This design comes from an exercise in tuning for small area, a short achievable clock period and few clock cycles per item on the open sky130 flow, not from production work. RTL that was checked went through simulation tests only; none was proved equivalent to the original. Function not checked in runs 1, 2, 5 and 6: the RTL went through the layout flow alone. No activity file was given, so power comes from the tool's default toggle rates.

--- design/flow/flow/run.sh ---
#!/bin/bash
# Standard ORFS layout with two changes: the port buffers start as buf_1
# (the resizer still upsizes the ones on critical paths) and CTS uses its own
# clustering and inserts no dummy loads. Each tool's output goes to its own
# log in the work folder.
set -euo pipefail
bash standard.sh \
  'BUFFER_PORTS_ARGS=-buffer_cell sky130_fd_sc_hd__buf_1' \
  'CTS_ARGS=-sink_clustering_enable -repair_clock_nets -dont_use_dummy_load -buf_list {sky130_fd_sc_hd__clkbuf_4 sky130_fd_sc_hd__clkbuf_8} -sink_clustering_size 12 -sink_clustering_max_diameter 50' \
  MATCH_CELL_FOOTPRINT=0 \
  finish > make_finish.log 2>&1
--- design/flow/standard.sh ---
#!/bin/bash
# synth_recipe.tcl (not shown) runs the flow's synth.tcl, then flattens the netlist and writes it again
# the make line also repeats each setting of config.mk as NAME=value (left out here)
make -C /OpenROAD-flow-scripts/flow DESIGN_CONFIG=/design/flow/config.mk WORK_HOME=/design/flow/orfs CLKGATE_MAP_FILE= SYNTH_SCRIPT=/design/flow/synth_recipe.tcl "${@:-finish}"
--- design/flow/config.mk ---
export PLATFORM = sky130hd
export DESIGN_NAME = xbus_filter
export DESIGN_NICKNAME = xbus_filter
export VERILOG_FILES = /design/flow/design.v
export SDC_FILE = /design/flow/constraint.sdc
export NUM_CORES = 4
export LEC_CHECK = 0
export CAP_MARGIN = 20
export CORE_MARGIN = 2
export CORE_UTILIZATION = 40
export SETUP_SLACK_MARGIN = 2.5
export SLEW_MARGIN = 20
--- design/flow/constraint.sdc ---
create_clock -name core_clock -period 4.5 [get_ports {clk}]
set_input_delay 0.9000 -clock core_clock [delete_from_list [all_inputs] [get_ports {clk}]]
set_output_delay 0.9000 -clock core_clock [all_outputs]
set_load 0.01 [all_outputs]
--- design/flow/design.v ---
`timescale 1ns/10ps
`default_nettype none
module xbus_filter (
    input  logic        clk,
    input  logic        arst_n,
    input  logic [65:0] in_pkt,
    input  logic [7:0]  pad_value,
    output logic        vec_wr_en,
    output logic [15:0] vec_din,
    input  logic        vec_full,
    output logic        cache_full
);
    logic [1:0]  tag;
    logic        is_head;
    logic        is_body;
    logic [15:0] hx;
    logic [15:0] hy;
    assign tag = in_pkt[65:64];
    assign is_head = tag == 2'd1;
    assign is_body = tag == 2'd2;
    assign hx = in_pkt[15:0];
    assign hy = in_pkt[31:16];
    logic       x_lo;
    logic       x_hi;
    logic       y_lo;
    logic       y_hi;
    logic [7:0] ex;
    logic [7:0] ey;
    assign x_lo = hx[15:3] == '0;
    assign x_hi = hx == 16'hffff;
    assign y_lo = hy[15:3] == '0;
    assign y_hi = hy == 16'hffff;
    always_comb begin
        ex[0] = x_hi;
        ey[0] = y_hi;
        for (int i = 1; i < 8; i++) begin
            ex[i] = x_lo && hx[2:0] == 3'(i - 1);
            ey[i] = y_lo && hy[2:0] == 3'(i - 1);
        end
    end
    logic [5:0] h_colmask;
    logic [5:0] h_rowmask;
    always_comb begin
        for (int c = 0; c < 6; c++) begin
            h_colmask[c] = ex[c] | ex[c + 1] | ex[c + 2];
            h_rowmask[c] = ey[c] | ey[c + 1] | ey[c + 2];
        end
    end
    logic [2:0] h_cv;
    logic [2:0] h_rv;
    always_comb begin
        for (int k = 0; k < 3; k++) begin
            h_cv[k] = 1'b0;
            h_rv[k] = 1'b0;
            for (int i = 0; i < 8; i++) begin
                if (i - 1 + k >= 1 && i - 1 + k <= 6) begin
                    h_cv[k] = h_cv[k] | ex[i];
                    h_rv[k] = h_rv[k] | ey[i];
                end
            end
        end
    end
    logic [1:0] h_base;
    assign h_base = {hy[0], 1'b0} + hx[1:0] + 2'd1;
    function automatic logic [3:0] need_of(input int b, input logic [5:0] rm,
                                           input logic [5:0] cm);
        logic [3:0] n;
        n = '0;
        if (b < 9) begin
            for (int l = 0; l < 4; l++) begin
                n[l] = rm[(4 * b + l) / 6] & cm[(4 * b + l) % 6];
            end
        end
        need_of = n;
    endfunction
    logic [3:0]      ib;            
    logic [5:0]      colmask;
    logic [5:0]      rowmask;
    logic [2:0][3:0] nd;
    logic [3:0]      nd_next;       
    logic [1:0][3:0] nd_head;
    always_comb begin
        nd_next = 4'b1111;
        for (int b = 0; b < 9; b++) begin
            if (ib == 4'(b)) begin
                nd_next = (b + 3 < 9) ? need_of(b + 3, rowmask, colmask)
                        : ((b + 3 == 9) ? 4'b0000 : 4'b1111);
            end
        end
        for (int j = 0; j < 2; j++) begin
            nd_head[j] = need_of(j, h_rowmask, h_colmask);
        end
    end
    always_ff @(posedge clk or negedge arst_n) begin
        if (!arst_n) begin
            ib <= 4'd9;
            nd <= {4'b1111, 4'b1111, 4'b0000};
        end else if (is_head) begin
            ib <= 4'd0;
            nd <= {need_of(2, h_rowmask, h_colmask), nd_head};
        end else if (is_body) begin
            ib <= ib + 4'd1;
            nd <= {nd_next, nd[2:1]};
        end
    end
    always_ff @(posedge clk) begin
        if (is_head) begin
            colmask <= h_colmask;
            rowmask <= h_rowmask;
        end
    end
    logic [3:0] wr;
    assign wr = is_body ? nd[0] : 4'd0;
    logic [3:0]       wp;
    logic [3:0]       rp;
    logic [3:0]       t1;
    logic [3:0]       t2;
    logic [3:0]       pop;
    logic [3:0][15:0] ent0;
    logic [3:0][15:0] ent1;
    for (genvar l = 0; l < 4; l++) begin : g_lane
        logic [15:0] m0;
        logic [15:0] m1;
        always_ff @(posedge clk or negedge arst_n) begin
            if (!arst_n) begin
                wp[l] <= 1'b0;
                rp[l] <= 1'b0;
                t1[l] <= 1'b0;
                t2[l] <= 1'b0;
            end else begin
                if (wr[l]) wp[l] <= !wp[l];
                if (pop[l]) rp[l] <= !rp[l];
                if (wr[l] && !pop[l]) begin
                    t1[l] <= 1'b1;
                    t2[l] <= t1[l];
                end else if (!wr[l] && pop[l]) begin
                    t1[l] <= t2[l];
                    t2[l] <= 1'b0;
                end
            end
        end
        always_ff @(posedge clk) begin
            if (wr[l] && !wp[l]) m0 <= {in_pkt[8 * (4 + l) +: 8], in_pkt[8 * l +: 8]};
            if (wr[l] && wp[l]) m1 <= {in_pkt[8 * (4 + l) +: 8], in_pkt[8 * l +: 8]};
        end
        assign ent0[l] = m0;
        assign ent1[l] = m1;
    end
    logic       act;
    logic [2:0] okh;
    logic [2:0] okw;
    logic [8:0] opad;
    logic [3:0] lane0;
    logic       pend;
    logic [2:0] prv;
    logic [2:0] pcv;
    logic [1:0] pbase;
    logic [2:0] vfh;
    function automatic logic [3:0] rotl1(input logic [3:0] v);
        rotl1 = {v[2:0], v[3]};
    endfunction
    logic       row_end0;
    logic       row_end1;
    logic       lv1;
    logic       lv2;
    logic       lpad0;
    logic       lpad1;
    logic       lpad2;
    logic [3:0] lane1;
    logic [3:0] lane2;
    assign row_end0 = okw[2];
    assign row_end1 = okw[1];
    assign lv1 = !(okh[2] && okw[2]);
    assign lv2 = !(okh[2] && (okw[1] || okw[2]));
    assign lpad0 = opad[0];
    assign lpad1 = opad[1];
    assign lpad2 = opad[2];
    assign lane1 = row_end0 ? lane0 : rotl1(lane0);
    assign lane2 = (row_end0 || row_end1) ? rotl1(lane0) : {lane0[1:0], lane0[3:2]};
    logic       can_emit;
    logic       have0;
    logic       emit;
    logic       take;
    logic [8:0] new_pad;
    logic [3:0] new_base;
    assign can_emit = vfh != 3'b111;
    assign have0 = lpad0 || (lane0 & t1) != 4'd0;
    assign emit = act && have0 && can_emit;
    assign take = !act || (emit && okh[2] && okw[2]);
    assign pop = (emit && !lpad0) ? lane0 : 4'd0;
    always_comb begin
        for (int kh = 0; kh < 3; kh++) begin
            for (int kw = 0; kw < 3; kw++) begin
                new_pad[kh * 3 + kw] = !(prv[kh] && pcv[kw]);
            end
        end
        new_base = 4'b0001 << pbase;
    end
    always_ff @(posedge clk or negedge arst_n) begin
        if (!arst_n) begin
            act <= 1'b0;
            pend <= 1'b0;
            vfh <= '0;
            vec_wr_en <= 1'b0;
        end else begin
            vfh <= {vfh[1:0], vec_full};
            vec_wr_en <= emit;
            if (take) begin
                act <= pend;
            end
            if (is_head) begin
                pend <= 1'b1;
            end else if (take) begin
                pend <= 1'b0;
            end
        end
    end
    logic [3:0]  sel0;
    logic [3:0]  sel1;
    logic [15:0] vec_next;
    assign sel0 = lpad0 ? 4'd0 : (lane0 & ~rp);
    assign sel1 = lpad0 ? 4'd0 : (lane0 & rp);
    always_comb begin
        vec_next = {16{lpad0}} & {pad_value, pad_value};
        for (int l = 0; l < 4; l++) begin
            vec_next = vec_next | ({16{sel0[l]}} & ent0[l]) | ({16{sel1[l]}} & ent1[l]);
        end
    end
    always_ff @(posedge clk) begin
        if (take) begin
            okh <= 3'b001;
            okw <= 3'b001;
            opad <= new_pad;
            lane0 <= new_base;
        end else if (emit) begin
            okw <= {okw[1:0], okw[2]};
            if (okw[2]) okh <= {okh[1:0], okh[2]};
            opad <= {1'b1, opad[8:1]};
            lane0 <= lane1;
        end
        if (is_head) begin
            prv <= h_rv;
            pcv <= h_cv;
            pbase <= h_base;
        end
        vec_din <= vec_next;
    end
    logic       cf_prev;        
    logic       ce1;
    logic       ce2;
    logic       go1;            
    logic [3:0] s1;             
    logic       go2;            
    logic [3:0] q0;             
    logic [3:0] q1;             
    logic [3:0] q2;             
    logic [3:0] nu1;            
    logic [3:0] nu2;            
    logic [3:0] nf1;            
    logic [3:0] nf2;            
    logic [3:0] na;
    logic [3:0] nb;
    logic [3:0] nc;
    logic [3:0] w1;             
    logic [3:0] w2;
    logic [3:0] w3;
    logic       h01;
    logic       h0and1;
    logic [3:0] hw1;
    logic [3:0] hw2;
    logic [3:0] ov;
    logic [3:0] hov;
    logic       cf_n;
    logic       pend_hit;
    always_comb begin
        ce1 = vfh[1:0] != 2'b11;
        ce2 = !vfh[0];
        for (int l = 0; l < 4; l++) begin
            s1[l] = lane1[l] && (row_end0 ? (lpad0 ? t1[l] : t2[l]) : t1[l]);
        end
        go1 = emit && lv1 && ce1 && !lpad1;
        go2 = emit && lv1 && ce1 && (lpad1 || s1 != 4'd0) && lv2 && ce2 && !lpad2;
        for (int l = 0; l < 4; l++) begin
            q0[l] = act && can_emit && !lpad0 && lane0[l] && t1[l];
            q1[l] = go1 && s1[l];
            q2[l] = go2 && lane2[l] && (row_end1 ? (lpad1 ? t1[l] : t2[l]) : t1[l]);
        end
        nu1 = ~(q0 | q1 | q2);
        nu2 = ~((q0 & q1) | (q1 & q2));
        nf1 = t2 & nu1;
        nf2 = t1 & (t2 | nu1) & nu2;
        na = nd[0];
        nb = (cf_prev && cache_full) ? 4'd0 : nd[1];
        nc = (cf_prev || cache_full) ? 4'd0 : nd[2];
        w1 = na | nb | nc;
        w2 = (na & nb) | (na & nc) | (nb & nc);
        w3 = na & nb & nc;
        ov = (w1 & nf1) | (w2 & nf2) | w3;
        h01 = h_rowmask[0] | h_rowmask[1];
        h0and1 = h_rowmask[0] & h_rowmask[1] & !cache_full;
        hw1 = {4{h01}};
        hw2 = {h0and1, h0and1, 2'b00};
        hov = (hw1 & nf1) | (hw2 & nf2);
        pend_hit = pend && (ib == 4'd9 || (ib == 4'd8 && !(cf_prev && cache_full))
                            || (ib == 4'd7 && !cf_prev && !cache_full));
        cf_n = (is_head ? hov != 4'd0 : ov != 4'd0) || pend_hit;
    end
    always_ff @(posedge clk or negedge arst_n) begin
        if (!arst_n) begin
            cache_full <= 1'b0;
            cf_prev <= 1'b0;
        end else begin
            cache_full <= cf_n;
            cf_prev <= cache_full;
        end
    end
endmodule
`default_nettype wire
==> key figures, run 1 <==
Timing
  – Final setup TNS: 0 ps
  – Fmax: 0.436 GHz
  – Final worst slack: 2210 ps
  – Max-slew violations: 0
  – Setup violators final: 0
  – Slew Limit Headroom: 59.2%
  – Endpoints failing hold: 0
  – Layout Skew: 56.4 ps
  – Slew @ Worst Pin: 612 ps
  – RSZ-0062 raised after global routing: true
  – Crit share post-route: 50.9%
  – Tmin final: 2290 ps

Synthesis
  – Synthesized-area fraction occupied by adder cells: 1.51%
  – Post-synth EDFFs: 159
  – Syn_nets: 872
  – Post-synth top area cell: edfxtp_1
  – Fraction of registers with async set/reset: 18.1%
  – Synth top cells by count: edfxtp_1 (159), nand2_1 (93), nor2_1 (52), clkbuf_1 (31)
  – Largest family of logic cells by synthesized area: compound AO/OA/AOI/OAI gates
  – Mean Syn Cell Area: 12.3 sq um
  – Yosys reg bits: 221
  – Synth cell types: 71
  – Ys Warns: 1
  – Most common cell in the netlist: edfxtp_1
  – Seq/Total Area, Yosys: 64.3%
  – Post-Synth XOR/XNOR Area: 0.723%
  – Largest cells by area after synthesis: edfxtp_1 (49%), dfrtp_1 (7.7%), dfxtp_1 (4.5%)
  – Share of the synthesized area in the top cell type: 49.3%
  – Mapped cell area: 9690 sq um
  – Mux contribution to synthesized area: 1.52%
  – Post-synth top flop: edfxtp_1
  – Synth Instances: 785
  – Simple-gate share of the synthesized area: 13.0%
  – Compound-Gate Fraction of Synth Area: 16.2%

Power
  – Tot Pwr: 6.57 mW
  – P per Cell Area: 553 nW/um^2
  – Lkg Pwr: 4.07 nW
  – VDD IR max: 0.295 mV

Route
  – Drt drc: 0
  – Final wirelength: 27700 um
  – DR vias: 7241
  – DR pass1 iterations: 5
  – Wire length per cell: 22.1 um
  – Via density: 5.78
  – Antenna viol nets, final: 0
  – First DRT Iteration DRCs: 739

Global route
  – Largest net degree at the start of global routing: 48
  – Grt ovf: 0
  – Vias in the first global route: 7134
  – All-Layer GR Usage: 21.1%
  – Initial antenna violation count: 0
  – Global-route wire length before repair: 41600 um

Setup path
  – R2r setup slk: 2210 ps
  – Crit end category: flop
  – Worst-path cell chain: buf_12, mux2_4, a221oi_4, nand4_4, nand3_2, nand4_1, o211a_1, o2111a_1, a21oi_2
  – CP Max Fanout: 6
  – Worst Path Required: 4930 ps
  – Critical path arrival: 2730 ps
  – Startpoint types: flop
  – Reg2reg path depth: 9
  – CP max stage cell: edfxtp_1
  – Largest stage delay, worst path: 440 ps
  – Crit Path Class: reg -> reg

Die
  – Core Rows: 56
  – Die W: 160 um
  – Initial Util: 41.0%
  – Core area: 23600 sq um
  – Die Ht: 160 um
  – Die area: 25500 sq um
  – I/O pins: 95

CTS
  – Worst skew pair latency: 560 ps
  – Clk sinks: 221
  – CTS H-Tree Depth: 1
  – Hold Buf Count CTS: 0
  – Clock Path Buffers: 3
  – CTS buffer count: 25
  – CTS tree: done
  – Clock slew at reported path FFs: 60 ps
  – Clk root buf: clkbuf_8

Final layout
  – Register area: 6240 sq um
  – Layout cells sized above 1: 24.1%
  – Syn-to-layout area delta: 22.7%
  – Antenna Cells: 0
  – Final instance area: 11900 sq um
  – Final #Nets: 1022
  – Filler instances: 2114
  – Multi-input logic area: 3730 sq um
  – Cell Count, Final, Fillers Out: 1252

Placed design
  – IO buf count: 94
  – Dpl cells: 1164
  – HPWL after DPL: 17400 um
  – DP Worst Slack: 1650 ps
  – Placed cell area: 10400 sq um
  – RD Place Congestion: 0.846

Flow run
  – Max_cap viols: 0

Min path
  – Hold Crit Class: reg -> reg
  – WHS Path Cells: 0

Outcome
  – Status: timing/DRC/antenna clean
[cell usage in the layout, fill, tap and decap left out, drive strengths merged, types with 4 or more instances in the layout]
cell / Yosys / final
dfxtp: 22 / 22
nor3b: 4 / 4
a21oi: 26 / 26
a21o: 5 / 5
o21ai: 33 / 34
ha: 10 / 10
a221o: 11 / 11
nor2b: 21 / 21
a222oi: 16 / 16
nand2b: 7 / 7
mux2i: 8 / 8
clkbuf: 31 / 36
o22ai: 4 / 4
or2: 5 / 5
a221oi: 20 / 20
a22o: 15 / 15
nand4: 15 / 15
buf: 13 / 155
edfxtp: 159 / 159
mux2: 5 / 5
nor2: 52 / 52
a31oi: 29 / 29
nand3: 24 / 24
and3: 10 / 10
xnor2: 8 / 8
dfrtp: 30 / 30
inv: 21 / 21
a32oi: 6 / 6
a22oi: 14 / 14
nor3: 12 / 12
nand2: 95 / 95
dfstp: 10 / 10
nor4: 6 / 6
o21a: 5 / 5
[critical path, delay by kind of cell, from the launching register on]
family                 cells  cell delay (ps)
AO/OA/AOI/OAI              4              750
AND/OR/NAND/NOR            3              540
flip-flops                 1              440
multiplexers               1              320
buffers and inverters      1              180
[what timing repair did]
action | CTS | global route
cloned | 2 | 1
endpoints found under the hold margin | 0 | 0
pin swaps | 29 | 25
gates resized for setup | 74 | 66
setup buffers | 42 | 18
setup endpoints to repair | 83 | 77
[cells by family (layout without fill, tap and decap cells)]
| kind of cell | count (synthesis) | count (layout) |
|---|---|---|
| xor gates and xnor gates | 8 | 8 |
| buffers and inverters | 65 | 212 |
| AOI/OAI and AO/OA | 206 | 207 |
| and+or+nand+nor | 260 | 260 |
| muxes | 13 | 13 |
| DFF | 221 | 221 |
| adders and majority gates | 12 | 12 |
[power by group]
group	total, mW	internal, mW	switching [mW]
registers	2.96	2.60	0.360
logic	2.48	1.10	1.38
clock network	1.14	0.493	0.647
[routing by layer]
| layer | track usage (%) | share of wire [%] |
|---|---|---|
| met1 | 29.0 | 43 |
| met2 | 34.4 | 48 |
| met3 | 3.92 | 6.9 |
| met4 | 5.83 | 1.9 |
| met5 | 0 | 0 |
[through the flow]
stage          util (%)  hold WS (ps)
2_1_floorplan         -           374
3_3_place_gp       44.3           416
3_5_place_dp       44.3           417
4_1_cts            48.6           428
5_1_grt            50.4           445
6_report           50.4           427
[registers in the layout, summed over array words and instances (netlist names), 6 cells and up]
signal	cells
colmask	6
g_lane.m0	64
g_lane.m1	64
nd	12
opad	9
vec_din	16
[path summary, 6_finish.rpt]
| path | startpoint | endpoint |
|---|---|---|
| min in group asynchronous | arst_n | vfh[0] |
| max | opad[0] | cache_full |
| max reg2reg | opad[0] | cache_full |
| min reg2reg | vfh[1] | vfh[2] |
| max in group asynchronous | arst_n | t1[1] |
| min | vfh[1] | vfh[2] |
[cell type report]
class / instances / area share [%]
sequential: 221 / 52.5
inverter: 21 / 0.684
timing repair buffer: 166 / 9.25
multi-input combinational: 500 / 31.3
tap: 319 / 3.36
clock buffer: 25 / 2.89
==> run 2: changes to the inputs <==
==> design/flow/flow/run.sh (replaced) <==
#!/bin/bash
# Standard ORFS layout with two changes: the port buffers start as buf_1
# (the resizer still upsizes the ones on critical paths) and CTS uses its own
# clustering and inserts no dummy loads. Each tool's output goes to its own
# log in the work folder.
set -euo pipefail
bash standard.sh \
  'BUFFER_PORTS_ARGS=-buffer_cell sky130_fd_sc_hd__buf_1' \
  'CTS_ARGS=-sink_clustering_enable -repair_clock_nets -dont_use_dummy_load -buf_list sky130_fd_sc_hd__clkbuf_8 -sink_clustering_size 16 -sink_clustering_max_diameter 60' \
  MATCH_CELL_FOOTPRINT=0 \
  finish > make_finish.log 2>&1
==> run 2 against run 1 <==
  * Clock power down 9.6%
  * Die area is the same
  * Setup slack improved by 12 ps
  * Routed wire length down 0.96%
  * Total power shrank 1.8%
  * Core utilization decreased by 0.16 points
  * Non-clock buffer count decreased by 3
  * Synthesized cell count is the same
  * Largest cell class unchanged
  * Largest power group unchanged
==> key figures, run 2 <==
Flow run
  – Max_cap viols: 0

CTS
  – Clock Path Buffers: 3
  – Clock slew at reported path FFs: 80 ps
  – Clk root buf: clkbuf_8
  – Clk sinks: 221
  – CTS tree: done
  – Hold Buf Count CTS: 0
  – CTS buffer count: 20
  – Worst skew pair latency: 530 ps
  – CTS H-Tree Depth: 1

Synthesis
  – Largest cells by area after synthesis: edfxtp_1 (49%), dfrtp_1 (7.7%), dfxtp_1 (4.5%)
  – Post-synth top flop: edfxtp_1
  – Post-synth top area cell: edfxtp_1
  – Syn_nets: 872
  – Synth cell types: 71
  – Post-synth EDFFs: 159
  – Most common cell in the netlist: edfxtp_1
  – Share of the synthesized area in the top cell type: 49.3%
  – Fraction of registers with async set/reset: 18.1%
  – Mapped cell area: 9690 sq um
  – Synth Instances: 785
  – Seq/Total Area, Yosys: 64.3%
  – Yosys reg bits: 221
  – Ys Warns: 1
  – Synth top cells by count: edfxtp_1 (159), nand2_1 (93), nor2_1 (52), clkbuf_1 (31)
  – Mean Syn Cell Area: 12.3 sq um

Setup path
  – Largest stage delay, worst path: 440 ps
  – Worst-path cell chain: buf_12, mux2_4, a221oi_4, nand4_4, nand3_2, o2111a_1, a31oi_4, o2111a_1, a21oi_2
  – WP buf/inv: 1
  – CP Max Fanout: 6
  – Most Frequent Cell on Critical Path: o2111a_1
  – Worst Path Required: 4940 ps
  – Critical path arrival: 2720 ps
  – Crit end category: flop
  – Crit Path Class: reg -> reg
  – Reg-to-reg critical path endpoint: cache_full
  – Startpoint types: flop
  – R2r setup slk: 2220 ps
  – Reg2reg path depth: 9
  – CP max stage cell: edfxtp_1
  – CP Depth: 9
  – Crit path max-delay family: compound AO/OA/AOI/OAI gates
  – Reg2Reg Launch Point: opad[0]

Timing
  – Final setup TNS: 0 ps
  – Slew Limit Headroom: 60.7%
  – Fmax: 0.439 GHz
  – Setup violators final: 0
  – RSZ-0062 raised after global routing: true
  – Worst hold slack: 421 ps
  – Max-slew violations: 0
  – Layout Skew: 38.7 ps
  – Slew @ Worst Pin: 588 ps
  – Endpoints failing hold: 0
  – Tmin final: 2280 ps
  – Crit share post-route: 50.6%

Power
  – Clock share of power: 16.0%
  – Switching Power: 2.35 mW
  – Logic pwr share: 38.4%
  – Lkg Pwr: 4.05 nW
  – Cell-internal power: 4.10 mW
  – VDD IR max: 0.265 mV
  – P per Cell Area: 545 nW/um^2
  – Sequential power share: 45.5%
  – Sw frac: 36.5%

Route
  – DR pass1 iterations: 5
  – Antenna viol nets, final: 0
  – First DRT Iteration DRCs: 801
  – DR vias: 7223
  – Final wirelength: 27400 um
  – Drt drc: 0
  – Wire length per cell: 22.1 um
  – Via density: 5.81

Die
  – Die W: 160 um
  – I/O pins: 95
  – Die Ht: 160 um
  – Initial Util: 41.0%
  – Core Rows: 56
  – Die area: 25500 sq um
  – Core area: 23600 sq um

Final layout
  – Layout cells sized above 1: 23.7%
  – Final #Nets: 1014
  – Commonest non-fill, non-tap cell in the layout: edfxtp_1
  – Antenna Cells: 0
  – Syn-to-layout area delta: 22.3%
  – Commonest cells after routing, fill and taps aside: edfxtp_1 (159), nand2_1 (88), buf_1 (77), buf_4 (53), nor2_1 (41)
  – Biggest registers after layout: g_lane.m0: 64 flops, g_lane.m1: 64 flops, vec_din: 16 flops

Global route
  – Grt ovf: 0
  – Vias in the first global route: 7026
  – Global-route wire length before repair: 41700 um
  – Largest net degree at the start of global routing: 48
  – All-Layer GR Usage: 21.1%
  – Initial antenna violation count: 0

Min path
  – WHS Path Cells: 0
  – Hold Crit Class: reg -> reg
  – Min-delay src: vfh[1]
  – WHS Endpoint: vfh[2]

Placed design
  – RD Place Congestion: 0.846
  – HPWL after DPL: 17400 um
  – IO buf count: 94

Outcome
  – Status: timing/DRC/antenna clean
[run 2: changes by cell type in the layout (fill, tap and decap cells not counted), sizes merged]
cell    before  now
buf        155  153
inv         21   20
clkbuf      36   30
clkinv       0    1
[run 2: power by group through the flow]
stage,combinational [mW],clock [mW],sequential [mW]
final,2.48,1.03,2.94
after global routing,2.69,1.13,2.98
after CTS,2.31,1.05,2.93
after detailed placement,1.84,0,3.01
after global placement,1.83,0,3.00
after floorplan,1.39,0,2.83
[run 2: timing repair]
action,4_1_cts,5_1_grt
resized for setup,65,81
setup endpoints to repair,99,89
pin swaps,27,23
gates cloned,2,0
buffers inserted,42,16
[run 2: final cells by class]
| cell class | count | area [sq um] |
|---|---|---|
| Fill cell | 2106 | 11800 |
| Sequential cell | 221 | 6240 |
| Multi-Input combinational cell | 500 | 3740 |
| Timing Repair Buffer | 163 | 1120 |
| Tap cell | 319 | 399 |
| Clock buffer | 20 | 275 |
| Inverter | 21 | 83.8 |
[run 2: how the worst max path moves through the flow]
| stage | from | endpoint | slack [ps] |
|---|---|---|---|
| after floorplan | in_pkt[25] | cache_full | 2200 |
| after global placement | in_pkt[25] | cache_full | 1680 |
| after detailed placement | in_pkt[25] | nd[10] | 1650 |
| after CTS | opad[0] | cache_full | 2200 |
| after global routing | opad[0] | cache_full | 2120 |
| final | opad[0] | cache_full | 2220 |
[run 2: through the flow]
step / std cells / cell area (sq um) / total power, mW / setup WS (ps) / utilization, %
after global routing: 1244 / 11900 / 6.80 / 2120 / 50.2
after detailed placement: 1164 / 10400 / 4.85 / 1650 / 44.3
after global placement: 1164 / 10400 / 4.83 / 1680 / 44.3
final: 1244 / 11900 / 6.46 / 2220 / 50.2
after CTS: 1228 / 11400 / 6.29 / 2200 / 48.3
after floorplan: 785 / 9790 / 4.23 / 2200 / -
[run 2: cell families (layout without fill, tap and decap cells)]
family / count (synthesis) / in the layout / synth area share [%]
simple gates: 260 / 260 / 13.0
flops: 221 / 221 / 64.3
compound gates: 206 / 207 / 16.2
buf+inv: 65 / 204 / 2.75
mux: 13 / 13 / 1.52
fa+ha+maj: 12 / 12 / 1.51
xor+xnor: 8 / 8 / 0.723
[run 2: routing by layer]
| layer | track usage [%] | up-vias | wire [um] |
|---|---|---|---|
| li1 | - | 3299 | - |
| met1 | 29.5 | 3622 | 12000 |
| met2 | 34.4 | 267 | 13100 |
| met3 | 3.69 | 35 | 1820 |
| met4 | 5.29 | 0 | 556 |
| met5 | 0 | - | 0 |
==> run 3: changes to the inputs <==
--- a/design/flow/design.v
+++ b/design/flow/design.v
@@ -73,19 +73,16 @@
         end
         need_of = n;
     endfunction
-    logic [3:0]      ib;            
+    logic [9:0]      ib;            
     logic [5:0]      colmask;
     logic [5:0]      rowmask;
     logic [2:0][3:0] nd;
     logic [3:0]      nd_next;       
     logic [1:0][3:0] nd_head;
     always_comb begin
-        nd_next = 4'b1111;
-        for (int b = 0; b < 9; b++) begin
-            if (ib == 4'(b)) begin
-                nd_next = (b + 3 < 9) ? need_of(b + 3, rowmask, colmask)
-                        : ((b + 3 == 9) ? 4'b0000 : 4'b1111);
-            end
+        nd_next = {4{ib[9] | ib[8] | ib[7]}};
+        for (int b = 0; b < 6; b++) begin
+            nd_next = nd_next | ({4{ib[b]}} & need_of(b + 3, rowmask, colmask));
         end
         for (int j = 0; j < 2; j++) begin
             nd_head[j] = need_of(j, h_rowmask, h_colmask);
@@ -93,13 +90,13 @@
     end
     always_ff @(posedge clk or negedge arst_n) begin
         if (!arst_n) begin
-            ib <= 4'd9;
+            ib <= 10'b10_0000_0000;
             nd <= {4'b1111, 4'b1111, 4'b0000};
         end else if (is_head) begin
-            ib <= 4'd0;
+            ib <= 10'b00_0000_0001;
             nd <= {need_of(2, h_rowmask, h_colmask), nd_head};
         end else if (is_body) begin
-            ib <= ib + 4'd1;
+            ib <= {ib[8:0], 1'b0};
             nd <= {nd_next, nd[2:1]};
         end
     end
@@ -160,23 +157,15 @@
         rotl1 = {v[2:0], v[3]};
     endfunction
     logic       row_end0;
-    logic       row_end1;
     logic       lv1;
-    logic       lv2;
     logic       lpad0;
     logic       lpad1;
-    logic       lpad2;
     logic [3:0] lane1;
-    logic [3:0] lane2;
     assign row_end0 = okw[2];
-    assign row_end1 = okw[1];
     assign lv1 = !(okh[2] && okw[2]);
-    assign lv2 = !(okh[2] && (okw[1] || okw[2]));
     assign lpad0 = opad[0];
     assign lpad1 = opad[1];
-    assign lpad2 = opad[2];
     assign lane1 = row_end0 ? lane0 : rotl1(lane0);
-    assign lane2 = (row_end0 || row_end1) ? rotl1(lane0) : {lane0[1:0], lane0[3:2]};
     logic       can_emit;
     logic       have0;
     logic       emit;
@@ -247,13 +236,9 @@
     end
     logic       cf_prev;        
     logic       ce1;
-    logic       ce2;
     logic       go1;            
-    logic [3:0] s1;             
-    logic       go2;            
     logic [3:0] q0;             
     logic [3:0] q1;             
-    logic [3:0] q2;             
     logic [3:0] nu1;            
     logic [3:0] nu2;            
     logic [3:0] nf1;            
@@ -274,19 +259,13 @@
     logic       pend_hit;
     always_comb begin
         ce1 = vfh[1:0] != 2'b11;
-        ce2 = !vfh[0];
-        for (int l = 0; l < 4; l++) begin
-            s1[l] = lane1[l] && (row_end0 ? (lpad0 ? t1[l] : t2[l]) : t1[l]);
-        end
         go1 = emit && lv1 && ce1 && !lpad1;
-        go2 = emit && lv1 && ce1 && (lpad1 || s1 != 4'd0) && lv2 && ce2 && !lpad2;
         for (int l = 0; l < 4; l++) begin
             q0[l] = act && can_emit && !lpad0 && lane0[l] && t1[l];
-            q1[l] = go1 && s1[l];
-            q2[l] = go2 && lane2[l] && (row_end1 ? (lpad1 ? t1[l] : t2[l]) : t1[l]);
+            q1[l] = go1 && lane1[l] && (row_end0 ? (lpad0 ? t1[l] : t2[l]) : t1[l]);
         end
-        nu1 = ~(q0 | q1 | q2);
-        nu2 = ~((q0 & q1) | (q1 & q2));
+        nu1 = ~(q0 | q1);
+        nu2 = ~(q0 & q1);
         nf1 = t2 & nu1;
         nf2 = t1 & (t2 | nu1) & nu2;
         na = nd[0];
@@ -296,13 +275,13 @@
         w2 = (na & nb) | (na & nc) | (nb & nc);
         w3 = na & nb & nc;
         ov = (w1 & nf1) | (w2 & nf2) | w3;
-        h01 = h_rowmask[0] | h_rowmask[1];
-        h0and1 = h_rowmask[0] & h_rowmask[1] & !cache_full;
+        h01 = hy[15] || hy[2:0] <= 3'd2;
+        h0and1 = hy[2:1] == 2'd0 && !cache_full;
         hw1 = {4{h01}};
         hw2 = {h0and1, h0and1, 2'b00};
         hov = (hw1 & nf1) | (hw2 & nf2);
-        pend_hit = pend && (ib == 4'd9 || (ib == 4'd8 && !(cf_prev && cache_full))
-                            || (ib == 4'd7 && !cf_prev && !cache_full));
+        pend_hit = pend && (ib[9] || (ib[8] && !(cf_prev && cache_full))
+                            || (ib[7] && !cf_prev && !cache_full));
         cf_n = (is_head ? hov != 4'd0 : ov != 4'd0) || pend_hit;
     end
     always_ff @(posedge clk or negedge arst_n) begin
==> run 3 against run 2 <==
  * Still clean on timing, DRC and antenna
  * Cell count fell by 6.0%
  * Sequential power fell by 1%
  * Non-clock buffer count down 43
  * Via count shrank 10%
  * Maximum frequency increased by 5.3%
  * Synthesized cell count shrank 5.4%
  * Design area fell by 8.6%
  * Die area shrank 2.8%
  * Routed wire length is 9.0% lower
  * Sequential share of layout area rose by 6.3 points
  * First-iteration DRC count shrank 20%
  * Global-route usage down 0.86 points
==> key figures, run 3 <==
Timing
  – Endpoints failing hold: 0
  – Fmax: 0.462 GHz
  – Layout Skew: 50.0 ps
  – Worst hold slack: 418 ps
  – Slew Limit Headroom: 54.5%
  – RSZ-0062 raised after global routing: true
  – Crit share post-route: 48.1%
  – Setup violators final: 0
  – Max-slew violations: 0
  – Slew @ Worst Pin: 680 ps
  – Final setup TNS: 0 ps
  – Tmin final: 2160 ps

Synthesis
  – Synth cell types: 56
  – Post-synth top flop: edfxtp_1
  – Synth Instances: 743
  – Mean Syn Cell Area: 12.7 sq um
  – Seq/Total Area, Yosys: 67.8%
  – Synth top cells by count: edfxtp_1 (159), nand2_1 (96), o21ai_0 (49), nor2_1 (43), dfrtp_1 (37)
  – Post-synth top area cell: edfxtp_1
  – Share of the synthesized area in the top cell type: 50.8%
  – Syn_nets: 826
  – Fraction of registers with async set/reset: 20.3%
  – Most common cell in the netlist: edfxtp_1
  – Post-synth EDFFs: 159
  – Ys Warns: 1
  – Largest cells by area after synthesis: edfxtp_1 (51%), dfrtp_1 (9.8%), dfxtp_1 (4.7%)
  – Yosys reg bits: 227
  – Mapped cell area: 9400 sq um

CTS
  – Clock Path Buffers: 3
  – Worst skew pair latency: 550 ps
  – CTS H-Tree Depth: 1
  – Clock slew at reported path FFs: 80 ps
  – CTS tree: done
  – Clk sinks: 227
  – CTS buffer count: 24
  – Clk root buf: clkbuf_8

Min path
  – Min-delay src: vfh[1]
  – Hold Crit Class: reg -> reg

Placed design
  – HPWL after DPL: 16300 um
  – IO buf count: 94
  – RD Place Congestion: 0.848

Power
  – P per Cell Area: 529 nW/um^2
  – Lkg Pwr: 3.70 nW
  – VDD IR max: 0.229 mV

Die
  – I/O pins: 95
  – Die W: 157 um
  – Core area: 23300 sq um
  – Core Rows: 56
  – Die area: 24800 sq um
  – Die Ht: 157 um
  – Initial Util: 40.4%

Final layout
  – Biggest registers after layout: g_lane.m0: 64 flops, g_lane.m1: 64 flops, vec_din: 16 flops
  – Filler instances: 2125
  – Multi-input logic area: 3030 sq um
  – Syn-to-layout area delta: 15.2%
  – Layout cells sized above 1: 15.5%
  – Final #Nets: 935
  – Register area: 6380 sq um
  – Commonest cells after routing, fill and taps aside: edfxtp_1 (159), nand2_1 (93), buf_1 (83), o21ai_0 (40), dfrtp_1 (34)
  – Commonest non-fill, non-tap cell in the layout: edfxtp_1
  – Antenna Cells: 0

Setup path
  – Crit end category: flop
  – Crit Path Class: reg -> reg
  – Largest stage delay, worst path: 450 ps
  – Startpoint types: flop
  – Critical path arrival: 2580 ps
  – Reg2Reg Launch Point: opad[0]
  – Worst Path Required: 4920 ps
  – Worst-path cell chain: buf_12, mux2i_1, o22ai_1, or3b_4, maj3_2, a21oi_2, o211ai_1, o22a_1
  – CP Launch Point: opad[0]
  – CP Max Fanout: 5
  – CP max stage cell: edfxtp_1

Outcome
  – Status: timing/DRC/antenna clean

Route
  – First DRT Iteration DRCs: 639
  – Drt drc: 0
  – Wire length per cell: 21.3 um
  – DR pass1 iterations: 8
  – Antenna viol nets, final: 0
  – DR vias: 6479
  – Final wirelength: 25000 um
  – Via density: 5.54

Global route
  – Vias in the first global route: 6272
  – Global-route wire length before repair: 37500 um
  – All-Layer GR Usage: 20.3%
  – Largest net degree at the start of global routing: 51
  – Grt ovf: 0
  – Initial antenna violation count: 0

Flow run
  – Max_cap viols: 0
-- run 3: worst max-delay path, delay by kind of cell (launching register included) --
family,cells,cell delay [ps]
AOI/OAI and AO/OA,4,590
DFF,1,450
and+or+nand+nor,1,410
adders and majority gates,1,330
buffers and inverters,1,170
muxes,1,110
-- run 3: final timing paths --
| path | endpoint | slack, ps | depth (start not counted) |
|---|---|---|---|
| worst max-delay path | cache_full | 2340 | 8 |
| worst min-delay path | vfh[2] | 420 | 0 |
| worst max register to register | cache_full | 2340 | 8 |
| worst min register to register | vfh[2] | 420 | 0 |
| max in group asynchronous | act | 3550 | 2 |
| min in group asynchronous | ib[8] | 460 | 2 |
-- run 3: per-stage QoR --
step / power [mW] / utilization [%] / cell area (sq um) / instances / setup WS (ps)
after floorplan: 3.92 / - / 9520 / 743 / 2370
after global placement: 4.40 / 43.6 / 10100 / 1124 / 1580
after detailed placement: 4.42 / 43.6 / 10100 / 1124 / 1510
after CTS: 5.70 / 45.9 / 10700 / 1164 / 2330
after global routing: 6.03 / 46.6 / 10800 / 1169 / 2250
final: 5.73 / 46.6 / 10800 / 1169 / 2340
-- run 3: report_power, final --
group	switching (mW)	internal, mW	leakage, nW
sequential	0.293	2.61	2.16
combinational	0.977	0.718	1.37
clock	0.659	0.474	0.173
-- run 3: layout make-up --
type	count	area share, %
inverters	14	0.485
well taps	319	3.68
clock buffers	24	3.05
repair buffers	120	5.90
flip-flops and latches	227	58.9
multi-input cells	465	28.0
-- run 3: repair_timing --
action,CTS,global route
pin swaps,9,10
gates cloned,2,0
buffers inserted,14,5
gates resized for setup,31,33
endpoints found under the setup margin,90,68
hold buffers,0,0
-- run 3: cells by family after synthesis --
logic type / count (synthesis) / synth area share, %
AO/OA/AOI/OAI: 186 / 13.2
XOR/XNOR: 9 / 0.838
adder cells (fa/ha/maj): 9 / 1.13
buffers and inverters: 51 / 2.41
flip-flops: 227 / 67.8
multiplexers: 20 / 2.18
AND/OR/NAND/NOR: 241 / 12.5
-- run 3: metal layers --
metal | vias to the layer above | GRT usage [%] | wire (um)
li1 | 3022 | - | -
met1 | 3168 | 28.6 | 11000
met2 | 255 | 32.7 | 11700
met3 | 34 | 3.58 | 1860
met4 | 0 | 4.89 | 476
met5 | - | 0 | 0
Testbench counts of run 3, summed over its fixed seeds: cycles 4,179, windows 384.
==> run 4: changes to the inputs <==
--- a/design/flow/flow/run.sh
+++ b/design/flow/flow/run.sh
@@ -6,6 +6,6 @@
 set -euo pipefail
 bash standard.sh \
   'BUFFER_PORTS_ARGS=-buffer_cell sky130_fd_sc_hd__buf_1' \
-  'CTS_ARGS=-sink_clustering_enable -repair_clock_nets -dont_use_dummy_load -buf_list sky130_fd_sc_hd__clkbuf_8 -sink_clustering_size 16 -sink_clustering_max_diameter 60' \
+  'CTS_ARGS=-sink_clustering_enable -repair_clock_nets -dont_use_dummy_load -buf_list {sky130_fd_sc_hd__clkbuf_4 sky130_fd_sc_hd__clkbuf_8} -sink_clustering_size 12 -sink_clustering_max_diameter 50' \
   MATCH_CELL_FOOTPRINT=0 \
   finish > make_finish.log 2>&1
==> run 4 against run 3 <==
  * Clock power rose by 11%
  * Global-route usage rose by 0.093 points
  * Die area did not move
  * Largest cell class unchanged
==> key figures, run 4 <==
Power
  – VDD IR max: 0.240 mV
  – Tot Pwr: 5.87 mW
  – Clock share of power: 21.2%
  – Lkg Pwr: 3.75 nW
  – Sequential power share: 49.6%
  – Logic pwr share: 29.2%
  – P per Cell Area: 537 nW/um^2
  – Cell-internal power: 3.90 mW
  – Switching Power: 1.97 mW
  – Sw frac: 33.5%

Synthesis
  – Synth Instances: 743
  – Share of the synthesized area in the top cell type: 50.8%
  – Yosys reg bits: 227
  – Fraction of registers with async set/reset: 20.3%
  – Post-synth top flop: edfxtp_1
  – Largest cells by area after synthesis: edfxtp_1 (51%), dfrtp_1 (9.8%), dfxtp_1 (4.7%)
  – Most common cell in the netlist: edfxtp_1
  – Syn_nets: 826
  – Synth cell types: 56
  – Synth top cells by count: edfxtp_1 (159), nand2_1 (96), o21ai_0 (49), nor2_1 (43), dfrtp_1 (37)
  – Post-synth top area cell: edfxtp_1
  – Mapped cell area: 9400 sq um
  – Post-synth EDFFs: 159
  – Mean Syn Cell Area: 12.7 sq um
  – Ys Warns: 1
  – Seq/Total Area, Yosys: 67.8%

Timing
  – Layout Skew: 49.5 ps
  – Max-slew violations: 0
  – Slew @ Worst Pin: 716 ps
  – Final worst slack: 2250 ps
  – Worst hold slack: 415 ps
  – Crit share post-route: 50.0%
  – Slew Limit Headroom: 52.2%
  – Setup violators final: 0
  – Final setup TNS: 0 ps
  – RSZ-0062 raised after global routing: true
  – Tmin final: 2250 ps
  – Fmax: 0.445 GHz
  – Endpoints failing hold: 0

Final layout
  – Final #Nets: 941
  – Commonest cells after routing, fill and taps aside: edfxtp_1 (159), nand2_1 (92), buf_1 (83), o21ai_0 (40), dfrtp_1 (35)
  – Antenna Cells: 0
  – Final instance area: 10900 sq um
  – Biggest registers after layout: g_lane.m0: 64 flops, g_lane.m1: 64 flops, vec_din: 16 flops
  – Post-layout util: 47.0%
  – Filler instances: 2123
  – Cell Count, Final, Fillers Out: 1175
  – Syn-to-layout area delta: 16.4%
  – Layout cells sized above 1: 16.2%
  – Commonest non-fill, non-tap cell in the layout: edfxtp_1

Global route
  – Global-route wire length before repair: 37700 um
  – Initial antenna violation count: 0
  – Largest net degree at the start of global routing: 51
  – All-Layer GR Usage: 20.4%
  – Grt ovf: 0
  – Vias in the first global route: 6307

CTS
  – Hold Buf Count CTS: 0
  – Clock Path Buffers: 3
  – Clk sinks: 227
  – CTS buffer count: 29
  – CTS tree: done
  – Clock slew at reported path FFs: 70 ps
  – CTS H-Tree Depth: 1
  – Worst skew pair latency: 560 ps
  – Clk root buf: clkbuf_8

Route
  – Antenna viol nets, final: 0
  – DR pass1 iterations: 5
  – First DRT Iteration DRCs: 680
  – DR vias: 6522
  – Final wirelength: 25300 um
  – Wire length per cell: 21.5 um
  – Drt drc: 0
  – Via density: 5.55

Die
  – Die W: 157 um
  – Initial Util: 40.4%
  – Core Rows: 56
  – Die area: 24800 sq um
  – I/O pins: 95
  – Die Ht: 157 um
  – Core area: 23300 sq um

Setup path
  – Reg-to-reg critical path endpoint: cache_full
  – Reg2Reg Launch Point: opad[0]
  – Reg2reg path depth: 8
  – CP Max Fanout: 6
  – Critical path arrival: 2650 ps
  – Crit Path Class: reg -> reg
  – Startpoint types: flop
  – Worst Path Required: 4900 ps
  – R2r setup slk: 2250 ps
  – Crit end category: flop

Placed design
  – Dpl cells: 1124
  – Placed cell area: 10100 sq um
  – IO buf count: 94
  – DP Worst Slack: 1510 ps
  – HPWL after DPL: 16300 um
  – RD Place Congestion: 0.848

Min path
  – Hold Crit Class: reg -> reg
  – WHS Endpoint: vfh[2]
  – WHS Path Cells: 0
  – Min-delay src: vfh[1]

Outcome
  – Status: timing/DRC/antenna clean

Flow run
  – Max_cap viols: 0
## run 4: metal layers
metal	routed length, um	share of wire, %	track usage, %
met5	0	0	0
met4	720	2.8	5.80
met3	1970	7.8	3.61
met2	11700	46	32.0
met1	10900	43	29.1
## run 4: final cells by class
type	instances	area [sq um]	area share (%)
clock buffer	29	399	3.65
timing repair buffer	120	637	5.82
tap	319	399	3.65
multi-input combinational	466	3070	28.1
inverter	14	52.6	0.480
sequential	227	6380	58.3
## run 4: power by group through the flow
stage	sequential (mW)	combinational (mW)	clock [mW]
6_report	2.91	1.71	1.25
5_1_grt	2.95	1.87	1.36
4_1_cts	2.91	1.62	1.28
3_5_place_dp	2.97	1.45	0
3_3_place_gp	2.97	1.43	0
2_1_floorplan	2.84	1.08	0
## run 4: how the worst max path moves through the flow
stage / from / end / slack [ps] / cells after the start
after floorplan: in_pkt[25] / nd[4] / 2370 / 6
after global placement: opad[0] / lane0[2] / 1580 / 6
after detailed placement: opad[0] / lane0[2] / 1510 / 6
after CTS: opad[0] / cache_full / 2250 / 8
after global routing: lane0[2] / lane0[3] / 2140 / 7
final: opad[0] / cache_full / 2250 / 8
## run 4: timing repair
item                                    in CTS  in global routing
endpoints found under the hold margin        0                  0
buffers inserted                            11                  8
gates cloned                                 2                  1
pin swaps                                    8                 12
endpoints found under the setup margin      82                 66
gates resized for setup                     27                 40
## run 4: worst max-delay path, stage by stage, from the launching register on
cell	delay (ps)
edfxtp_1	450
buf_12	170
mux2i_1	110
o22ai_1	160
or3b_4	410
maj3_2	330
a21oi_2	120
o211ai_1	80
o22a_1	240
## run 4: cell families after synthesis
| family | synth area share (%) |
|---|---|
| muxes | 2.18 |
| DFF | 67.8 |
| AOI/OAI and AO/OA | 13.2 |
| xor gates and xnor gates | 0.838 |
| and+or+nand+nor | 12.5 |
| buffers and inverters | 2.41 |
| adders and majority gates | 1.13 |
==> run 5: changes to the inputs <==
--- a/design/flow/design.v
+++ b/design/flow/design.v
@@ -166,18 +166,29 @@
     assign lpad0 = opad[0];
     assign lpad1 = opad[1];
     assign lane1 = row_end0 ? lane0 : rotl1(lane0);
-    logic       can_emit;
-    logic       have0;
     logic       emit;
+    logic       emit_n;
     logic       take;
     logic [8:0] new_pad;
     logic [3:0] new_base;
-    assign can_emit = vfh != 3'b111;
-    assign have0 = lpad0 || (lane0 & t1) != 4'd0;
-    assign emit = act && have0 && can_emit;
+    logic       act_n;
+    logic       pad0_n;
+    logic [3:0] lane0_n;
+    logic [3:0] t1_n;
+    logic [2:0] vfh_n;
     assign take = !act || (emit && okh[2] && okw[2]);
     assign pop = (emit && !lpad0) ? lane0 : 4'd0;
     always_comb begin
+        act_n = take ? pend : act;
+        pad0_n = take ? new_pad[0] : (emit ? opad[1] : opad[0]);
+        lane0_n = take ? new_base : (emit ? lane1 : lane0);
+        for (int l = 0; l < 4; l++) begin
+            t1_n[l] = (wr[l] && !pop[l]) || (t1[l] && !(pop[l] && !wr[l])) || (t2[l] && pop[l]);
+        end
+        vfh_n = {vfh[1:0], vec_full};
+        emit_n = act_n && vfh_n != 3'b111 && (pad0_n || (lane0_n & t1_n) != 4'd0);
+    end
+    always_comb begin
         for (int kh = 0; kh < 3; kh++) begin
             for (int kw = 0; kw < 3; kw++) begin
                 new_pad[kh * 3 + kw] = !(prv[kh] && pcv[kw]);
@@ -188,11 +199,13 @@
     always_ff @(posedge clk or negedge arst_n) begin
         if (!arst_n) begin
             act <= 1'b0;
+            emit <= 1'b0;
             pend <= 1'b0;
             vfh <= '0;
             vec_wr_en <= 1'b0;
         end else begin
-            vfh <= {vfh[1:0], vec_full};
+            vfh <= vfh_n;
+            emit <= emit_n;
             vec_wr_en <= emit;
             if (take) begin
                 act <= pend;
@@ -261,7 +274,7 @@
         ce1 = vfh[1:0] != 2'b11;
         go1 = emit && lv1 && ce1 && !lpad1;
         for (int l = 0; l < 4; l++) begin
-            q0[l] = act && can_emit && !lpad0 && lane0[l] && t1[l];
+            q0[l] = pop[l];
             q1[l] = go1 && lane1[l] && (row_end0 ? (lpad0 ? t1[l] : t2[l]) : t1[l]);
         end
         nu1 = ~(q0 | q1);
==> run 5 against run 4 <==
  * Still clean
  * Register-to-register slack improved by 60 ps
  * Core utilization grew 0.77 points
  * Total power fell by 9.5%
  * Hold slack worse by 170 ps
  * Synthesized cell count down 2.8%
  * Global-route usage is essentially flat
  * Die area is 0.91% lower
  * Flip-flop and latch count did not move
  * Maximum frequency up 2.8%
  * Via count shrank 0.81%
  * Non-clock buffer count up 2
  * Clock skew is 37 ps higher
  * Critical path type unchanged
  * Largest power group unchanged
==> key figures, run 5 <==
Outcome
  – Status: timing/DRC/antenna clean

Timing
  – Slew @ Worst Pin: 741 ps
  – Final setup TNS: 0 ps
  – RSZ-0062 raised after global routing: true
  – Tmin final: 2190 ps
  – Worst hold slack: 244 ps
  – Final worst slack: 2310 ps
  – Slew Limit Headroom: 50.5%
  – Crit share post-route: 48.6%
  – Setup violators final: 0
  – Layout Skew: 86.5 ps
  – Endpoints failing hold: 0
  – Max-slew violations: 0
  – Fmax: 0.457 GHz

Route
  – Antenna viol nets, final: 0
  – DR vias: 6469
  – Via density: 5.61
  – Final wirelength: 25000 um
  – Wire length per cell: 21.7 um
  – Drt drc: 0
  – First DRT Iteration DRCs: 656
  – DR pass1 iterations: 5

Die
  – Core area: 22800 sq um
  – Core Rows: 55
  – I/O pins: 95
  – Die area: 24500 sq um
  – Initial Util: 40.9%
  – Die W: 157 um
  – Die Ht: 157 um

Setup path
  – Crit end category: flop
  – Reg2reg path depth: 8
  – Worst Path Required: 4890 ps
  – CP Max Fanout: 8
  – Largest stage delay, worst path: 430 ps
  – CP max stage cell: edfxtp_1
  – Crit Path Class: reg -> reg
  – Critical path arrival: 2580 ps
  – Startpoint types: flop
  – Worst-path cell chain: buf_12, mux2i_1, o22ai_2, nand2_4, maj3_2, a32oi_2, a41oi_2, a2111o_1
  – CP Depth: 8
  – Crit path max-delay family: compound AO/OA/AOI/OAI gates
  – WP buf/inv: 1

Synthesis
  – Ys Warns: 1
  – Post-synth top flop: edfxtp_1
  – Share of the synthesized area in the top cell type: 50.0%
  – Post-synth top area cell: edfxtp_1
  – Seq/Total Area, Yosys: 68.0%
  – Synth cell types: 51
  – Yosys reg bits: 227
  – Fraction of registers with async set/reset: 20.3%
  – Mapped cell area: 9320 sq um
  – Most common cell in the netlist: edfxtp_1
  – Largest cells by area after synthesis: edfxtp_1 (50%), dfrtp_1 (9.9%), dfxtp_1 (5.6%)
  – Syn_nets: 809
  – Synth Instances: 722
  – Synth top cells by count: edfxtp_1 (155), nand2_1 (97), o21ai_0 (38), dfrtp_1 (37), nor2_1 (33)
  – Post-synth EDFFs: 155
  – Mean Syn Cell Area: 12.9 sq um

Final layout
  – Commonest non-fill, non-tap cell in the layout: edfxtp_1
  – Layout cells sized above 1: 16.4%
  – Biggest registers after layout: g_lane.m0: 64 flops, g_lane.m1: 64 flops, vec_din: 16 flops
  – Commonest cells after routing, fill and taps aside: edfxtp_1 (155), nand2_1 (88), buf_1 (82), dfrtp_1 (36)
  – Filler instances: 2029
  – Post-layout util: 47.8%
  – Final instance area: 10900 sq um
  – Register area: 6340 sq um
  – Multi-input logic area: 3080 sq um
  – Antenna Cells: 0
  – Final #Nets: 929
  – Cell Count, Final, Fillers Out: 1153
  – Syn-to-layout area delta: 16.9%

Global route
  – Largest net degree at the start of global routing: 47
  – Global-route wire length before repair: 37700 um
  – Initial antenna violation count: 0
  – All-Layer GR Usage: 20.4%
  – Vias in the first global route: 6354
  – Grt ovf: 0

Placed design
  – DP Worst Slack: 1730 ps
  – Dpl cells: 1104
  – Placed cell area: 10200 sq um
  – RD Place Congestion: 0.808
  – IO buf count: 94
  – HPWL after DPL: 16000 um

CTS
  – Clk root buf: clkbuf_8
  – Clk sinks: 227
  – Worst skew pair latency: 590 ps
  – Clock slew at reported path FFs: 80 ps
  – CTS tree: done
  – CTS H-Tree Depth: 1
  – CTS buffer count: 28
  – Clock Path Buffers: 3

Power
  – Lkg Pwr: 3.76 nW
  – Tot Pwr: 5.31 mW
  – Sw frac: 31.1%
  – Logic pwr share: 24.1%
  – VDD IR max: 0.215 mV
  – P per Cell Area: 488 nW/um^2
  – Clock share of power: 22.9%
  – Cell-internal power: 3.66 mW
  – Switching Power: 1.65 mW
  – Sequential power share: 53.0%

Min path
  – Hold Crit Class: in -> async

Flow run
  – Max_cap viols: 0
run 5: layer usage:
metal / vias to the layer above / part of all wire (%) / GRT usage, %
met5: - / 0 / 0
met4: 0 / 2.6 / 5.85
met3: 45 / 7.8 / 3.21
met2: 299 / 47 / 33.6
met1: 3131 / 42 / 28.1
li1: 2994 / - / -
run 5: cell type report:
type | count | area share [%]
Sequential cell | 227 | 58.2
Tap cell | 313 | 3.60
Multi-Input combinational cell | 444 | 28.3
Inverter | 19 | 0.724
Clock buffer | 28 | 3.54
Timing Repair Buffer | 122 | 5.62
run 5: path summary, 6_finish.rpt:
kind / from / end / slack (ps)
min in group core_clock: g_lane[2].m0[1] / vec_din[1] / 390
min: arst_n / nd[2] / 240
min reg2reg: g_lane[2].m0[1] / vec_din[1] / 390
max reg2reg: opad[0] / cache_full / 2310
max: opad[0] / cache_full / 2310
max in group asynchronous: arst_n / emit / 3360
run 5: logic make-up (layout without fill, tap and decap cells):
logic type      Yosys count  after routing  synth area share [%]
flops                   227            227                  68.0
simple gates            219            219                  11.1
compound gates          185            185                  14.2
buf+inv                  51            169                  2.22
fa+ha+maj                16             16                  2.00
mux                      14             14                  1.53
xor+xnor                 10             10                 0.940
run 5: power groups by stage:
stage	logic, mW	registers [mW]	clock network (mW)
6_report	1.28	2.81	1.22
5_1_grt	1.42	2.85	1.32
4_1_cts	1.26	2.81	1.25
3_5_place_dp	1.10	2.86	0
3_3_place_gp	1.09	2.86	0
2_1_floorplan	0.746	2.79	0
run 5: timing repair:
item | 4_1_cts | 5_1_grt
endpoints found under the setup margin | 99 | 47
gates cloned | 1 | 0
pin swaps | 13 | 6
setup buffers | 19 | 1
hold buffers | 0 | 0
gates resized for setup | 34 | 22
==> run 6: changes to the inputs <==
==> design/flow/flow/run.sh (replaced) <==
#!/bin/bash
# Standard ORFS layout with two changes: the port buffers start as buf_1
# (the resizer still upsizes the ones on critical paths) and CTS uses its own
# clustering and inserts no dummy loads. Each tool's output goes to its own
# log in the work folder.
set -euo pipefail
bash standard.sh \
  'BUFFER_PORTS_ARGS=-buffer_cell sky130_fd_sc_hd__buf_1' \
  'CTS_ARGS=-sink_clustering_enable -repair_clock_nets -dont_use_dummy_load -buf_list sky130_fd_sc_hd__clkbuf_8 -sink_clustering_size 16 -sink_clustering_max_diameter 60' \
  MATCH_CELL_FOOTPRINT=0 \
  finish > make_finish.log 2>&1
==> run 6 against run 5 <==
  * Via count fell by 1.0%
  * Sequential power hardly changed
  * Sequential share of layout area is 0.45 points higher
  * Flip-flop and latch count stayed put
  * Hold slack improved by 63 ps
  * Non-clock buffer count fell by 1
  * Critical path type unchanged
==> key figures, run 6 <==
Route
  – Drt drc: 0
  – Antenna viol nets, final: 0
  – Wire length per cell: 21.6 um
  – Via density: 5.59
  – First DRT Iteration DRCs: 649
  – DR vias: 6402
  – Final wirelength: 24800 um
  – DR pass1 iterations: 5

Setup path
  – Crit path max-delay family: compound AO/OA/AOI/OAI gates
  – Worst Path Required: 4890 ps
  – Worst-path cell chain: nand2b_4, a221oi_4, buf_4, nand2_4, maj3_2, a32oi_2, a41oi_2, a2111o_1
  – WP buf/inv: 1
  – Largest stage delay, worst path: 410 ps
  – Crit Path Class: reg -> reg
  – CP Max Fanout: 3
  – CP max stage cell: edfxtp_1
  – Crit end category: flop
  – Critical path arrival: 2570 ps
  – Startpoint types: flop

Timing
  – Slew @ Worst Pin: 736 ps
  – Tmin final: 2180 ps
  – Layout Skew: 65.7 ps
  – Crit share post-route: 48.5%
  – Setup violators final: 0
  – Slew Limit Headroom: 50.8%
  – Endpoints failing hold: 0
  – RSZ-0062 raised after global routing: true
  – Fmax: 0.458 GHz
  – Max-slew violations: 0
  – Final setup TNS: 0 ps

Die
  – I/O pins: 95
  – Die area: 24500 sq um
  – Core Rows: 55
  – Die Ht: 157 um
  – Initial Util: 40.9%
  – Core area: 22800 sq um
  – Die W: 157 um

Power
  – P per Cell Area: 479 nW/um^2
  – Tot Pwr: 5.17 mW
  – Lkg Pwr: 3.72 nW
  – VDD IR max: 0.277 mV

Synthesis
  – Synth cell types: 51
  – Largest cells by area after synthesis: edfxtp_1 (50%), dfrtp_1 (9.9%), dfxtp_1 (5.6%)
  – Most common cell in the netlist: edfxtp_1
  – Synth top cells by count: edfxtp_1 (155), nand2_1 (97), o21ai_0 (38), dfrtp_1 (37), nor2_1 (33)
  – Yosys reg bits: 227
  – Post-synth top area cell: edfxtp_1
  – Fraction of registers with async set/reset: 20.3%
  – Synth Instances: 722
  – Ys Warns: 1
  – Seq/Total Area, Yosys: 68.0%
  – Mean Syn Cell Area: 12.9 sq um
  – Share of the synthesized area in the top cell type: 50.0%
  – Post-synth top flop: edfxtp_1
  – Mapped cell area: 9320 sq um
  – Post-synth EDFFs: 155
  – Syn_nets: 809

Global route
  – Largest net degree at the start of global routing: 47
  – Grt ovf: 0
  – Initial antenna violation count: 0
  – Vias in the first global route: 6308
  – All-Layer GR Usage: 20.3%
  – Global-route wire length before repair: 37500 um

Final layout
  – Final #Nets: 922
  – Layout cells sized above 1: 15.1%
  – Commonest non-fill, non-tap cell in the layout: edfxtp_1
  – Biggest registers after layout: g_lane.m0: 64 flops, g_lane.m1: 64 flops, vec_din: 16 flops
  – Filler instances: 2038
  – Syn-to-layout area delta: 16.0%
  – Antenna Cells: 0
  – Commonest cells after routing, fill and taps aside: edfxtp_1 (155), nand2_1 (89), buf_1 (86), dfrtp_1 (36), a22oi_1 (31)

Flow run
  – Max_cap viols: 0

CTS
  – CTS tree: done
  – Worst skew pair latency: 560 ps
  – CTS H-Tree Depth: 1
  – Clock slew at reported path FFs: 100 ps
  – Clock Path Buffers: 3
  – Clk sinks: 227
  – Clk root buf: clkbuf_8
  – Hold Buf Count CTS: 0
  – CTS buffer count: 22

Placed design
  – IO buf count: 94
  – RD Place Congestion: 0.808
  – HPWL after DPL: 16000 um

Min path
  – Hold Crit Class: in -> async

Outcome
  – Status: timing/DRC/antenna clean
run 6: cell counts after synthesis:
No cell type changed its count.
run 6: final timing paths:
kind                                      start    endpoint  slack, ps  cells after the start
worst max-delay path                    opad[1]  cache_full       2320                      8
worst min-delay path                     arst_n       nd[3]        310                      1
worst max register to register          opad[1]  cache_full       2320                      8
worst min register to register  g_lane[2].m0[1]  vec_din[1]        410                      2
max in group asynchronous                arst_n      vfh[1]       3340                      2
min in group core_clock         g_lane[2].m0[1]  vec_din[1]        410                      2
run 6: area by class of cell:
type	instances	area, sq um	area share [%]
flip-flops and latches	227	6340	58.7
inverters	19	78.8	0.729
multi-input cells	444	3100	28.7
repair buffers	121	596	5.51
well taps	313	392	3.62
clock buffers	22	303	2.80
run 6: cells by family (layout without fill, tap and decap cells):
family                   after synthesis  after routing  synth area share, %
XOR/XNOR                              10             10                0.940
AND/OR/NAND/NOR                      219            219                 11.1
buffers and inverters                 51            162                 2.22
flip-flops                           227            227                 68.0
multiplexers                          14             14                 1.53
adder cells (fa/ha/maj)               16             16                 2.00
AO/OA/AOI/OAI                        185            185                 14.2
run 6: stage by stage:
step | area (sq um) | cells | hold WS (ps) | worst slack [ps] | util, %
5_1_grt | 10800 | 1146 | 289 | 2260 | 47.4
6_report | 10800 | 1146 | 307 | 2320 | 47.4
3_5_place_dp | 10200 | 1104 | 438 | 1730 | 44.7
4_1_cts | 10700 | 1144 | 279 | 2330 | 47.1
2_1_floorplan | 9490 | 722 | 406 | 2320 | -
3_3_place_gp | 10200 | 1104 | 432 | 1720 | 44.7
run 6: power by group:
| group | total (mW) | internal (mW) | switching (mW) |
|---|---|---|---|
| registers | 2.81 | 2.55 | 0.263 |
| logic | 1.28 | 0.552 | 0.726 |
| clock network | 1.08 | 0.435 | 0.647 |
run 6: timing repair:
item	in CTS	in global routing
cloned	1	0
pin swaps	11	8
setup endpoints to repair	106	35
gates resized for setup	35	19
setup buffers	17	2
run 6: per-layer routing:
metal | global-route usage, % | wire, um
met1 | 28.0 | 10600
met2 | 33.5 | 11800
met3 | 3.02 | 1750
met4 | 5.99 | 617
met5 | 0 | 0

## afterwards: timing with drivers on the ports
In the flow no input, the clock included, has a driving cell. The finished layouts below were timed again as built, in two steps.
Step 1: set_driving_cell puts a clkbuf_16 on clk and a buf_2 on each other input, an assumption about the parent block.
Step 2 times the ports against the registers' clock, not the clock port: input delays grow and output delays shrink by t, the midpoint of the rising clock arrivals with the driver on.
a / b / c = no drivers / after step 1 / after step 2; a / b = the first two.
| run | t (ns) | slack for setup (ns) | clock arrival spread, ns |
|---|---|---|---|
| run 1 | 0.572 | 2.209 / 2.204 / 1.887 | 0.058 / 0.058 |
| run 2 | 0.555 | 2.221 / 2.221 / 1.848 | 0.039 / 0.039 |
| run 3 | 0.565 | 2.335 / 2.335 / 1.983 | 0.053 / 0.053 |
| run 4 | 0.581 | 2.251 / 2.251 / 1.930 | 0.054 / 0.054 |
| run 5 | 0.573 | 2.312 / 2.312 / 1.895 | 0.111 / 0.111 |
| run 6 | 0.553 | 2.318 / 2.318 / 1.903 | 0.098 / 0.098 |
After both steps setup and hold are still met in every run listed. The setup slack of run 5, which loses most, moves by 0.000 ns with the drivers and by -0.417 ns with both steps.
